What follows belongs to an exercise in optimizing a design on an open flow for small area, a short achievable clock period and few clock cycles per item; a production flow would make more cautious choices. Function not checked in this run: the RTL went through the layout flow alone.

## flow/run.sh

```bash
#!/bin/bash
# synth_recipe.tcl (not shown) runs the flow's synth.tcl, then flattens the netlist and writes it again
# the make line also repeats each setting of config.mk as NAME=value (left out here)
make -C /OpenROAD-flow-scripts/flow DESIGN_CONFIG=/design/flow/config.mk WORK_HOME=/design/flow/orfs CLKGATE_MAP_FILE= SYNTH_SCRIPT=/design/flow/synth_recipe.tcl finish
```

## flow/config.mk

```make
export PLATFORM = sky130hd
export DESIGN_NAME = rational_arith_reduce
export DESIGN_NICKNAME = rational_arith_reduce
export VERILOG_FILES = /design/flow/design.v
export SDC_FILE = /design/flow/constraint.sdc
export NUM_CORES = 4
export LEC_CHECK = 0
export CAP_MARGIN = 20
export CORE_MARGIN = 2
export CORE_UTILIZATION = 40
export SLEW_MARGIN = 20
```

## flow/constraint.sdc

```tcl
create_clock -name core_clock -period 15.0 [get_ports {clock}]
set_input_delay 3.0000 -clock core_clock [delete_from_list [all_inputs] [get_ports {clock}]]
set_output_delay 3.0000 -clock core_clock [all_outputs]
set_load 0.01 [all_outputs]
```

## flow/design.v

```verilog
package rar_pkg;
   localparam logic [1:0] CMD_ADD = 2'd0;
   localparam logic [1:0] CMD_SUB = 2'd1;
   localparam logic [1:0] CMD_MUL = 2'd2;
   localparam logic [1:0] CMD_DIV = 2'd3;
   localparam int NUM_OUT_WIDTH = 33;
   localparam int DEN_OUT_WIDTH = 32;
   typedef struct packed {
      logic load;
      logic step;
   } div_ctl_type;
endpackage
module rar_cell (
   input  logic                 clock,
   input  rar_pkg::div_ctl_type ctl,
   input  logic                 load_bit,
   input  logic                 r_lo,
   input  logic                 q_lo,
   input  logic                 d_bit,
   input  logic                 borrow_in,
   input  logic                 sub,
   output logic                 r_bit,
   output logic                 q_bit,
   output logic                 borrow_out
);
   logic r_ff;
   logic q_ff;
   logic r_in;
   assign borrow_out = (~r_lo & d_bit) | (~(r_lo ^ d_bit) & borrow_in);
   assign r_in       = sub ? (r_lo ^ d_bit ^ borrow_in) : r_lo;
   always_ff @(posedge clock) begin
      if (ctl.load) begin
         r_ff <= 1'b0;
         q_ff <= load_bit;
      end else if (ctl.step) begin
         r_ff <= r_in;
         q_ff <= q_lo;
      end
   end
   assign r_bit = r_ff;
   assign q_bit = q_ff;
endmodule
module rar_div_row #(
   parameter int WIDTH = 32
) (
   input  logic                 clock,
   input  rar_pkg::div_ctl_type ctl,
   input  logic [WIDTH-1:0]     dividend,
   input  logic [WIDTH-1:0]     divisor,
   output logic [WIDTH-1:0]     quotient
);
   logic [WIDTH-1:0] r;
   logic [WIDTH-1:0] q;
   logic [WIDTH:0]   bw;
   logic             sub;
   assign bw[0] = 1'b0;
   assign sub   = r[WIDTH-1] | ~bw[WIDTH];
   for (genvar i = 0; i < WIDTH; i++) begin : g_cell
      logic r_lo;
      logic q_lo;
      if (i == 0) begin : g_first
         assign r_lo = q[WIDTH-1];
         assign q_lo = sub;
      end else begin : g_rest
         assign r_lo = r[i-1];
         assign q_lo = q[i-1];
      end
      rar_cell u_cell (
         .clock      (clock),
         .ctl        (ctl),
         .load_bit   (dividend[i]),
         .r_lo       (r_lo),
         .q_lo       (q_lo),
         .d_bit      (divisor[i]),
         .borrow_in  (bw[i]),
         .sub        (sub),
         .r_bit      (r[i]),
         .q_bit      (q[i]),
         .borrow_out (bw[i+1])
      );
   end
   assign quotient = q;
endmodule
module rational_arith_reduce #(
   parameter int OPERAND_WIDTH = 16
) (
   input  logic                                  clock,
   input  logic                                  reset,
   input  logic                                  req_tvalid,
   output logic                                  req_tready,
   input  logic [8*((2+4*OPERAND_WIDTH+7)/8)-1:0] req_tdata,
   output logic                                  rsp_tvalid,
   input  logic                                  rsp_tready,
   output logic [71:0]                           rsp_tdata,
   output logic                                  rsp_tuser
);
   localparam int W  = OPERAND_WIDTH;
   localparam int MW = 2 * OPERAND_WIDTH;
   localparam int KW = $clog2(MW);
   localparam int CW = $clog2(MW + 1);
   localparam int NW = rar_pkg::NUM_OUT_WIDTH;
   localparam int DW = rar_pkg::DEN_OUT_WIDTH;
   typedef enum logic [2:0] {
      ST_IDLE, ST_MUL, ST_SUM, ST_GCD, ST_DIV, ST_FIN
   } state_type;
   function automatic logic [OPERAND_WIDTH-1:0] mag_of(input logic [OPERAND_WIDTH-1:0] v);
      mag_of = v[OPERAND_WIDTH-1] ? (~v + 1'b1) : v;
   endfunction
   state_type      state_ff, state_in;
   logic [1:0]     cmd_ff, cmd_in;
   logic [W-1:0]   an_ff, ad_ff, bn_ff, bd_ff;
   logic [W-1:0]   an_in, ad_in, bn_in, bd_in;
   logic           ans_ff, ads_ff, bns_ff, bds_ff;
   logic           ans_in, ads_in, bns_in, bds_in;
   logic           err_ff, err_in;
   logic [MW-1:0]  pa_ff, pb_ff, pc_ff, pa_in, pb_in, pc_in;
   logic           sa_ff, sb_ff, sc_ff, sa_in, sb_in, sc_in;
   logic           special_ff, special_in;
   logic           neg_ff, neg_in;
   logic [MW-1:0]  nm_ff, dm_ff, nm_in, dm_in;
   logic [MW-1:0]  u_ff, v_ff, u_in, v_in;
   logic [KW-1:0]  k_ff, k_in;
   logic [MW-1:0]  g_ff, g_in;
   logic [CW-1:0]  cnt_ff, cnt_in;
   logic           rsp_valid_ff, rsp_valid_in;
   logic [NW-1:0]  rnum_ff, rnum_in;
   logic [DW-1:0]  rden_ff, rden_in;
   logic           rerr_ff, rerr_in;
   rar_pkg::div_ctl_type ctl;
   logic [MW-1:0]  qn, qd;
   logic [64:0]    n_wide, d_wide;
   logic [NW-1:0]  num_mag;
   logic           req_fire;
   logic           gcd_done;
   logic [W-1:0]   in_an, in_ad, in_bn, in_bd;
   logic [W-1:0]   mul_rhs;
   logic           mul_rhs_s;
   logic           t2_s;
   assign in_an = req_tdata[2 +: W];
   assign in_ad = req_tdata[2 + W +: W];
   assign in_bn = req_tdata[2 + 2*W +: W];
   assign in_bd = req_tdata[2 + 3*W +: W];
   assign req_tready = (state_ff == ST_IDLE);
   assign req_fire   = req_tvalid & req_tready;
   assign gcd_done   = (state_ff == ST_GCD) && (u_ff == v_ff);
   assign ctl.load = gcd_done;
   assign ctl.step = (state_ff == ST_DIV);
   assign mul_rhs   = (cmd_ff == rar_pkg::CMD_MUL) ? bn_ff : bd_ff;
   assign mul_rhs_s = (cmd_ff == rar_pkg::CMD_MUL) ? bns_ff : bds_ff;
   assign t2_s      = sb_ff ^ (cmd_ff == rar_pkg::CMD_SUB);
   assign n_wide  = 65'(qn);
   assign d_wide  = 65'(qd);
   assign num_mag = n_wide[NW-1:0];
   always_comb begin
      state_in     = state_ff;
      cmd_in       = cmd_ff;
      an_in = an_ff; ad_in = ad_ff; bn_in = bn_ff; bd_in = bd_ff;
      ans_in = ans_ff; ads_in = ads_ff; bns_in = bns_ff; bds_in = bds_ff;
      err_in       = err_ff;
      pa_in = pa_ff; pb_in = pb_ff; pc_in = pc_ff;
      sa_in = sa_ff; sb_in = sb_ff; sc_in = sc_ff;
      special_in   = special_ff;
      neg_in       = neg_ff;
      nm_in = nm_ff; dm_in = dm_ff;
      u_in = u_ff; v_in = v_ff; k_in = k_ff; g_in = g_ff;
      cnt_in       = cnt_ff;
      rsp_valid_in = rsp_valid_ff & ~rsp_tready;
      rnum_in = rnum_ff; rden_in = rden_ff; rerr_in = rerr_ff;
      unique case (state_ff)
         ST_IDLE: begin
            if (req_fire) begin
               cmd_in = req_tdata[1:0];
               an_in  = mag_of(in_an);  ans_in = in_an[W-1];
               ad_in  = mag_of(in_ad);  ads_in = in_ad[W-1];
               bn_in  = mag_of(in_bn);  bns_in = in_bn[W-1];
               bd_in  = mag_of(in_bd);  bds_in = in_bd[W-1];
               err_in = (in_ad == '0) || (in_bd == '0) ||
                        ((req_tdata[1:0] == rar_pkg::CMD_DIV) && (in_bn == '0));
               state_in = ST_MUL;
            end
         end
         ST_MUL: begin
            pa_in = MW'(an_ff) * MW'(mul_rhs);
            pb_in = MW'(ad_ff) * MW'(bn_ff);
            pc_in = MW'(ad_ff) * MW'(bd_ff);
            sa_in = ans_ff ^ mul_rhs_s;
            sb_in = ads_ff ^ bns_ff;
            sc_in = ads_ff ^ bds_ff;
            state_in = ST_SUM;
         end
         ST_SUM: begin
            case (cmd_ff)
               rar_pkg::CMD_MUL: begin
                  nm_in = pa_ff; dm_in = pc_ff; neg_in = sa_ff ^ sc_ff;
               end
               rar_pkg::CMD_DIV: begin
                  nm_in = pa_ff; dm_in = pb_ff; neg_in = sa_ff ^ sb_ff;
               end
               default: begin
                  dm_in = pc_ff;
                  if (sa_ff == t2_s) begin
                     nm_in = pa_ff + pb_ff; neg_in = sa_ff ^ sc_ff;
                  end else if (pa_ff >= pb_ff) begin
                     nm_in = pa_ff - pb_ff; neg_in = sa_ff ^ sc_ff;
                  end else begin
                     nm_in = pb_ff - pa_ff; neg_in = t2_s ^ sc_ff;
                  end
               end
            endcase
            u_in = nm_in;
            v_in = dm_in;
            k_in = '0;
            special_in = err_ff || (nm_in == '0);
            state_in = special_in ? ST_FIN : ST_GCD;
         end
         ST_GCD: begin
            if (gcd_done) begin
               g_in     = u_ff << k_ff;
               cnt_in   = '0;
               state_in = ST_DIV;
            end else if (!u_ff[0] && !v_ff[0]) begin
               u_in = u_ff >> 1;
               v_in = v_ff >> 1;
               k_in = k_ff + 1'b1;
            end else if (!u_ff[0]) begin
               u_in = u_ff >> 1;
            end else if (!v_ff[0]) begin
               v_in = v_ff >> 1;
            end else if (u_ff > v_ff) begin
               u_in = (u_ff - v_ff) >> 1;
            end else begin
               v_in = (v_ff - u_ff) >> 1;
            end
         end
         ST_DIV: begin
            cnt_in = cnt_ff + 1'b1;
            if (cnt_ff == CW'(MW - 1)) begin
               state_in = ST_FIN;
            end
         end
         ST_FIN: begin
            if (!rsp_valid_ff || rsp_tready) begin
               rsp_valid_in = 1'b1;
               if (special_ff) begin
                  rnum_in = '0;
                  rden_in = DW'(1);
                  rerr_in = err_ff;
               end else begin
                  rnum_in = neg_ff ? (NW'(0) - num_mag) : num_mag;
                  rden_in = d_wide[DW-1:0];
                  rerr_in = 1'b0;
               end
               state_in = ST_IDLE;
            end
         end
         default: state_in = ST_IDLE;
      endcase
   end
   always_ff @(posedge clock) begin
      if (reset) begin
         state_ff     <= ST_IDLE;
         rsp_valid_ff <= 1'b0;
      end else begin
         state_ff     <= state_in;
         rsp_valid_ff <= rsp_valid_in;
      end
      cmd_ff <= cmd_in;
      an_ff <= an_in; ad_ff <= ad_in; bn_ff <= bn_in; bd_ff <= bd_in;
      ans_ff <= ans_in; ads_ff <= ads_in; bns_ff <= bns_in; bds_ff <= bds_in;
      err_ff <= err_in;
      pa_ff <= pa_in; pb_ff <= pb_in; pc_ff <= pc_in;
      sa_ff <= sa_in; sb_ff <= sb_in; sc_ff <= sc_in;
      special_ff <= special_in;
      neg_ff <= neg_in;
      nm_ff <= nm_in; dm_ff <= dm_in;
      u_ff <= u_in; v_ff <= v_in; k_ff <= k_in; g_ff <= g_in;
      cnt_ff <= cnt_in;
      rnum_ff <= rnum_in; rden_ff <= rden_in; rerr_ff <= rerr_in;
   end
   rar_div_row #(.WIDTH(MW)) u_row_num (
      .clock    (clock),
      .ctl      (ctl),
      .dividend (nm_ff),
      .divisor  (g_ff),
      .quotient (qn)
   );
   rar_div_row #(.WIDTH(MW)) u_row_den (
      .clock    (clock),
      .ctl      (ctl),
      .dividend (dm_ff),
      .divisor  (g_ff),
      .quotient (qd)
   );
   assign rsp_tvalid = rsp_valid_ff;
   assign rsp_tdata  = {7'b0, rden_ff, rnum_ff};
   assign rsp_tuser  = rerr_ff;
endmodule
```

==> results by group <==
Worst hold path
  • Hold depth: 2
  • Hold WC Path Type: reg -> reg

GRT
  • Initial antenna violation count: 3
  • Met3 Resource Use GR: 3.11%
  • Busiest grt layer: met2
  • First-pass GRT wire length: 264 mm
  • GR Layer Usage met1: 30.7%
  • Number of global-route vias before repair: 45600
  • Total GRT Usage: 22.2%
  • Grt ovf: 0
  • Largest net degree at the start of global routing: 137
  • M2 GR Usage: 35.9%

Floorplan
  • Initial cell density of the core: 40.2%
  • Core Footprint: 0.147 sq mm
  • Die Height: 389 um
  • Io pins: 151
  • Die W: 389 um
  • Placement Rows: 141
  • Full die area: 0.151 sq mm

Setup path
  • Largest fanout on the critical path: 65
  • Crit path largest cell delay: 440 ps
  • Most used cell, CP: fa_1
  • Critical path class: reg -> reg
  • CP Data Required Time: 15520 ps
  • Crit path DAT: 14390 ps
  • Worst Setup End Kind: register
  • Slowest-stage cell, CP: nand2b_4
  • Worst R2R Path Depth: 36
  • Delay-heaviest family, CP: adder cells
  • Bufs and invs on worst path: 0
  • CP Depth: 36
  • Critical path launch point type: register

Clock network
  • CTS Sinks: 541
  • Clock Tree Root: clkbuf_16
  • Num CTS Buffers: 61
  • Setup Buffers After CTS: 0
  • Hold-fix buffers, CTS: 0
  • CTS resizes: 0
  • TritonCTS clock tree: yes
  • Reg clk slew, reported paths: 60 ps
  • CTS H-tree depth: 2
  • Skew-Pair Late Insertion Delay: 700 ps
  • Worst-case clock buffer depth: 3

Detailed routing
  • Via Count: 45100
  • Iteration-0 DRC Markers: 3446
  • Vias per inst: 5.41
  • DR pass1 iterations: 6
  • Drt drc: 0
  • DRT antenna net count: 0
  • DR WL/cell: 20.0 um
  • DRT Wirelength: 167 mm

Finish
  • Filler instances: 14200
  • Area growth syn-to-layout: 9.23%
  • Core Util, Final: 43.9%
  • Nets: 7556
  • Post-Layout Inst Area: 0.0647 sq mm
  • Register Area: 0.0156 sq mm
  • Fraction of layout cells with a size suffix above 1: 4.76%
  • Area of the multi-input gates: 0.0390 sq mm

Place
  • GP Congestion: 0.959
  • Cell Area, Placed: 0.0625 sq mm
  • Port Buf Inserts: 137
  • HPWL Detailed: 129 mm

Yosys
  • Yosys cell types: 94
  • Post-synthesis async set-or-reset flop share: 0%
  • Post-synth EDFFs: 473
  • Yosys top cell area share: 24.0%
  • Area leader, netlist: edfxtp_1
  • Register bit total from synthesis: 541
  • Count leader, synth: nand2_1
  • Yosys warnings: 2
  • Synthesized cell area: 0.0592 sq mm
  • Mapped Cells: 6390
  • Top cells by area, synth: edfxtp_1 24%, fa_1 22%, ha_1 10%
  • Register area share after synthesis: 26.3%
  • Top cells by count, synth: 948 x nand2_1, 928 x inv_1, 649 x fa_1
  • Average cell area after synthesis: 9.27 sq um
  • Main synth FF type: edfxtp_1

Timing
  • Final hold violations: 0
  • FMAX: 0.0721 GHz
  • Worst-Margin Slew: 1280 ps
  • Rel. slew slack: 13.8%
  • Clk_skew: 54.3 ps
  • Final min period: 13870 ps
  • Fin crit share: 92.5%
  • Max Slew Vio Count: 0
  • Final setup violation count: 0
  • Total negative slack: 0 ps
  • RSZ-0062 raised after global routing: no

Job
  • Max-cap violations: 0

Status
  • Outcome: timing/DRC/antenna clean
## cell families after synthesis
logic type / synth area share, %
compound gates: 11.7
fa+ha+maj: 32.1
other cells: 0.00633
simple gates: 15.9
buf+inv: 8.15
xor+xnor: 3.83
mux: 2.09
flops: 26.3
## metal layers
layer | up-vias | wire (um)
met5 | - | 26
met4 | 4 | 6080
met3 | 291 | 10500
met2 | 1483 | 76100
met1 | 22400 | 74200
li1 | 21000 | -
## flip-flops by register name, indices dropped and copies added, names as in the netlist, 6 cells and up
signal	count
u_row_num.g_cell.u_cell.q_ff	32
pa_ff	32
rden_ff	32
bd_ff	16
dm_ff	32
bn_ff	16
u_row_den.g_cell.u_cell.r_ff	32
ad_ff	16
an_ff	16
u_row_num.g_cell.u_cell.r_ff	32
pb_ff	32
v_ff	32
g_ff	32
pc_ff	32
cnt_ff	6
nm_ff	32
u_ff	32
rnum_ff	33
u_row_den.g_cell.u_cell.q_ff	32
## cell type report
cell class                      instances  area share (%)
Multi-Input combinational cell       4591            60.2
Sequential cell                       541            24.1
Inverter                              934            5.42
Tap cell                             1930            3.73
Timing Repair Buffer                  223            3.13
Clock buffer                           72            2.49
Clock inverter                         44           0.946
Antenna cell                            1         0.00387
## worst reg2reg max path: cells and delay by family, from the launching register on
kind	cells	cell delay, ps
AOI/OAI and AO/OA	2	190
adders and majority gates	32	12550
DFF	1	410
and+or+nand+nor	2	600
## cells in the final DEF, fill, tap and decap left out, types with 36 or more instances in the layout
master and count:
nor2_1 283, edfxtp_1 473, dfxtp_1 68, clkdlybuf4s50_1 137
and2_1 256, xnor2_1 177, nand3_1 138, mux2_2 36
nor2b_1 104, nand2_1 943, inv_1 928, a221oi_1 44
a21o_1 85, ha_1 479, a21oi_1 235, mux2i_1 54
xor2_1 80, o31ai_1 37, o21a_1 54, nor3_1 74
nand2b_1 52, o21ai_0 312, fa_1 649, clkbuf_16 61
buf_4 84
## final timing paths
path                            slack [ps]                                to                              from
worst min register to register         480  u_row_num.g_cell[31].u_cell.r_ff  u_row_num.g_cell[31].u_cell.r_ff
worst min-delay path                   480  u_row_num.g_cell[31].u_cell.r_ff  u_row_num.g_cell[31].u_cell.r_ff
worst max-delay path                  1130   u_row_den.g_cell[3].u_cell.r_ff                           g_ff[0]
worst max register to register        1130   u_row_den.g_cell[3].u_cell.r_ff                           g_ff[0]
## stage by stage
step                      setup WS (ps)  cells  hold WS (ps)
final                              1130   8336           483
after global routing                611   8335           511
after CTS                           789   8335           480
after detailed placement            850   8219           466
after global placement             1050   8218           453
after floorplan                    1700   6396           435

-- what the ideal ports hide --
In the flow no input, the clock included, has a driving cell. The finished layout below was timed again as built, in two steps. Step 1 (the two cells are an assumption about what drives the block):
set clk [get_ports {clock}]
set_driving_cell -lib_cell sky130_fd_sc_hd__clkbuf_16 $clk
set_driving_cell -lib_cell sky130_fd_sc_hd__buf_2 [delete_from_list [all_inputs] $clk]
Step 2 also shifts input and output timing later by t, the mid clock arrival at the registers, as if the neighbouring blocks saw the same clock. Three values: ideal, step 1, step 2; two values: the first two.
shift t [ns]: 0.744
setup WS [ns]: 1.128 / 1.128 / 1.128
hold slack, ns: 0.483 / 0.483 / 0.483
worst setup path after step 2: register to register
worst register clock-pin slew, ns: 0.08 / 0.08
After both steps this run still meets setup and hold. For this run, drivers alone change the setup slack by 0.000 ns; drivers and shift together by 0.000 ns.
